This design comes from an exercise in tuning for small area and a short achievable clock period on the open sky130 flow, not from production work.
Only simulation tests tie the RTL to the original design; equivalence was not proved.
No activity file was given, so power comes from the tool's default toggle rates.

== run A ==
// fused_mult_top
module fused_mult_top (
	input  logic                     clk,
	input  logic                     reset,
	input  fused_mult_pkg::operand_t a,
	input  fused_mult_pkg::operand_t b,
	input  logic                     a_sign,
	input  logic                     b_sign,
	input  fused_mult_pkg::mode_t    mode,
	output fused_mult_pkg::result_t  result
);
export LEC_CHECK = 0
export CAP_MARGIN = 20
export CORE_MARGIN = 2
export CORE_UTILIZATION = 65
export CTS_CLUSTER_DIAMETER = 100
export CTS_CLUSTER_SIZE = 30
export PLACE_DENSITY = 0.8
export SETUP_SLACK_MARGIN = 5
export SLEW_MARGIN = 20
export SYNTH_HIERARCHICAL = 1
export SYNTH_MINIMUM_KEEP_SIZE = 0
create_clock -name core_clock -period 11.0 [get_ports {clk}]
standard.sh (not shown) runs the stock make flow with config.mk's settings and CLKGATE_MAP_FILE= SYNTH_SCRIPT=/design/flow/synth_recipe.tcl, a recipe that flattens the netlist after the stock synthesis.
==> flow/flow/run.sh <==
#!/bin/bash
# The standard layout (the standard.sh, unchanged synthesis and steps),
# with plain buf_1 cells as the port buffers instead of the resizer's
# default pick (a clock delay buffer).
export BUFFER_PORTS_ARGS="-buffer_cell sky130_fd_sc_hd__buf_1"
bash standard.sh > standard.log 2>&1
Here is what was changed in the inputs of run B compared with run A.
--- a/flow/config.mk
+++ b/flow/config.mk
@@ -9,6 +9,7 @@
 export CORE_MARGIN = 2
-export CORE_UTILIZATION = 65
+export CORE_UTILIZATION = 40
 export CTS_CLUSTER_DIAMETER = 100
 export CTS_CLUSTER_SIZE = 30
-export PLACE_DENSITY = 0.8
+export GPL_TIMING_DRIVEN = 1
+export PLACE_DENSITY = 0.6
 export SETUP_SLACK_MARGIN = 5
## What came out
- Comparing run B and run A, the lower post-place instance area is on run A.
- Pin count of the biggest net entering global routing, run B and run A: lower on run B
- Status | run B and run A | clean
- Compared with run A, in run B sequential share of layout area has remained practically unchanged, die area has increased.
Input changes introduced in run C (baseline for comparison: run B):
--- a/flow/config.mk
+++ b/flow/config.mk
@@ -9,7 +9,6 @@
 export CORE_MARGIN = 2
-export CORE_UTILIZATION = 40
+export CORE_UTILIZATION = 60
 export CTS_CLUSTER_DIAMETER = 100
 export CTS_CLUSTER_SIZE = 30
-export GPL_TIMING_DRIVEN = 1
-export PLACE_DENSITY = 0.6
+export PLACE_DENSITY = 0.75
 export SETUP_SLACK_MARGIN = 5
[summary]
- Re cell area: run C is 0.33% up on run B.
- Min count of vias placed by the detailed router across run C and run B: run B
- On clock skew, run C tracks run B almost exactly.
- Run C vs. run B: number of clock buffer instances in the layout now larger, total routing resource utilization after global routing climbed 13 points.
- | smallest setup slack after layout | run C vs run B | worse |
- Areal power density over the cells of run C exceeds that of run B by a few percent.
Input changes introduced in run D (baseline for comparison: run C):
--- a/flow/config.mk
+++ b/flow/config.mk
@@ -7,10 +7,10 @@
 export LEC_CHECK = 0
-export CAP_MARGIN = 20
+export CAP_MARGIN = 5
 export CORE_MARGIN = 2
-export CORE_UTILIZATION = 60
+export CORE_UTILIZATION = 40
 export CTS_CLUSTER_DIAMETER = 100
 export CTS_CLUSTER_SIZE = 30
-export PLACE_DENSITY = 0.75
+export PLACE_DENSITY = 0.6
 export SETUP_SLACK_MARGIN = 5
-export SLEW_MARGIN = 20
+export SLEW_MARGIN = 5
 export SYNTH_HIERARCHICAL = 1
==> comparison <==
Going from run C to run D, final cell count grows by 9.6%.
Maximum frequency across run D and run C: no real change.
Run D vs. run C: area of the die shows an increase of about 50%; number of tap cells added at floorplan shows an increase of 331.
| worst IR drop on VDD | run D vs run C | about 7% higher |
Storage element area: run D vs run C — no meaningful difference
Reported for run D and run C, adder-cell share of the synthesized area turned out identical to the last digit.
Setup changes, run D to run E
--- a/flow/config.mk
+++ b/flow/config.mk
@@ -7,3 +7,3 @@
 export LEC_CHECK = 0
-export CAP_MARGIN = 5
+export CAP_MARGIN = 20
 export CORE_MARGIN = 2
@@ -14,3 +14,3 @@
 export SETUP_SLACK_MARGIN = 5
-export SLEW_MARGIN = 5
+export SLEW_MARGIN = 20
 export SYNTH_HIERARCHICAL = 1
Notes after the runs:
- Complex-gate fraction of the synthesized area: run D vs run E — no meaningful difference
- Run D → run E: global-route usage did not really move; share of the synthesized netlist area taken by xor and xnor gates closely matched the old numbers; smallest setup slack after layout barely changed.
- Summary of run E over run D: global placement routability congestion ~0 delta; horizontal die dimension barely changed; total power held; post-synthesis cell count about even.
- Between run E and run D, the difference in number of resized instances in the post-cts repair step is negligible.
- Run E -> run D: design area flat

fused_mult_top, a different RTL version from the one above (not shown whole).
For scale: about 2700 cells after synthesis, about 270 flip-flops, ~28000 sq um of cells after synthesis.
==> flow/config.mk <==
export PLATFORM = sky130hd
export DESIGN_NAME = fused_mult_top
export DESIGN_NICKNAME = fused_mult_top
export VERILOG_FILES = /design/flow/design.v
export SDC_FILE = /design/flow/constraint.sdc
export NUM_CORES = 4
export LEC_CHECK = 0
export CAP_MARGIN = 20
export CORE_MARGIN = 2
export CORE_UTILIZATION = 40
export CTS_CLUSTER_DIAMETER = 100
export CTS_CLUSTER_SIZE = 30
export PLACE_DENSITY = 0.6
export SETUP_SLACK_MARGIN = 5
export SLEW_MARGIN = 20
export SYNTH_HIERARCHICAL = 1
export SYNTH_MINIMUM_KEEP_SIZE = 0
==> flow/constraint.sdc <==
create_clock -name core_clock -period 11.0 [get_ports {clk}]
set_input_delay 2.2000 -clock core_clock [delete_from_list [all_inputs] [get_ports {clk}]]
set_output_delay 2.2000 -clock core_clock [all_outputs]
set_load 0.01 [all_outputs]
==> flow/flow/run.sh <==
#!/bin/bash
# The standard layout (the standard.sh, unchanged synthesis and steps),
# with plain buf_2 cells as the port buffers instead of the resizer's
# default pick (a clock delay buffer).
export BUFFER_PORTS_ARGS="-buffer_cell sky130_fd_sc_hd__buf_2"
bash standard.sh > standard.log 2>&1
Edit:
==> flow/flow/run.sh (replaced) <==
#!/bin/bash
export BUFFER_PORTS_ARGS="-buffer_cell sky130_fd_sc_hd__buf_2"
bash standard.sh SETUP_SLACK_MARGIN=6 finish > standard.log 2>&1
- CTS_CLUSTER_DIAMETER: 100 -> default
- CTS_CLUSTER_SIZE: 30 -> default
After rerunning: Synthesized area stays the same. Worst setup slack improved by 150 ps. Register-to-register slack improved by 110 ps. Clock-buffer cell count rose by 17. Wire length rose by 3.8%. Synthesized cell count is unchanged. Critical path depth does not change. Final cell count rose by 3.4%. Via count rose by 4.8%.
Edit:
==> flow/flow/run.sh (replaced) <==
#!/bin/bash
# The standard layout (the standard.sh, unchanged synthesis and steps),
# with plain buf_2 cells as the port buffers instead of the resizer's
# default pick (a clock delay buffer).
export BUFFER_PORTS_ARGS="-buffer_cell sky130_fd_sc_hd__buf_2"
bash standard.sh > standard.log 2>&1
Final cell count decreases by 3.1%.
Clock skew increases by 7.6 ps.
Sequential power hardly moves.
Final area decreases by 8.5%.
Non-clock buffer count decreases by 123.
Die area does not change.
Area after synthesis stays the same.
Wire length decreases by 4.1%.
Combinational power decreases by 16%.
Utilization decreases by 4.2 points.
Synthesized cell count stays the same.

afterwards: timing with drivers on the ports:
No port has a modelled driver above. Below, the same layouts with a new extraction and two added sets of constraints.
Step 1: set_driving_cell puts a clkbuf_16 on clk and a buf_2 on each other input, an assumption about the parent block.
Step 2 moves the port delays by t, midway between the first and last clock arrival at a register: inputs arrive t later, outputs are due t later. That takes back most of the time a late clock gives input paths.
Slacks: no drivers / after step 1 / after step 2; pairs: no drivers / after step 1.
run	shift t [ns]	setup WS [ns]	hold slack, ns	pins driven straight from the clock port
run A	0.589	4.873 / 4.873 / 4.873	0.430 / 0.430 / 0.430	1
run B	0.567	4.916 / 4.916 / 4.916	0.427 / 0.427 / 0.427	1
run C	0.593	4.905 / 4.905 / 4.905	0.445 / 0.445 / 0.445	1
run D	0.567	4.916 / 4.916 / 4.916	0.427 / 0.427 / 0.427	1
run E	0.567	4.916 / 4.916 / 4.916	0.427 / 0.427 / 0.427	1
the first run of note 2	0.601	5.032 / 4.972 / 5.071	0.426 / 0.426 / 0.426	1
the second run of note 2	0.633	5.180 / 5.180 / 5.180	0.417 / 0.417 / 0.417	1
the third run of note 2	0.639	5.046 / 4.985 / 5.053	0.415 / 0.415 / 0.415	1
After both steps every run listed still meets setup and hold.
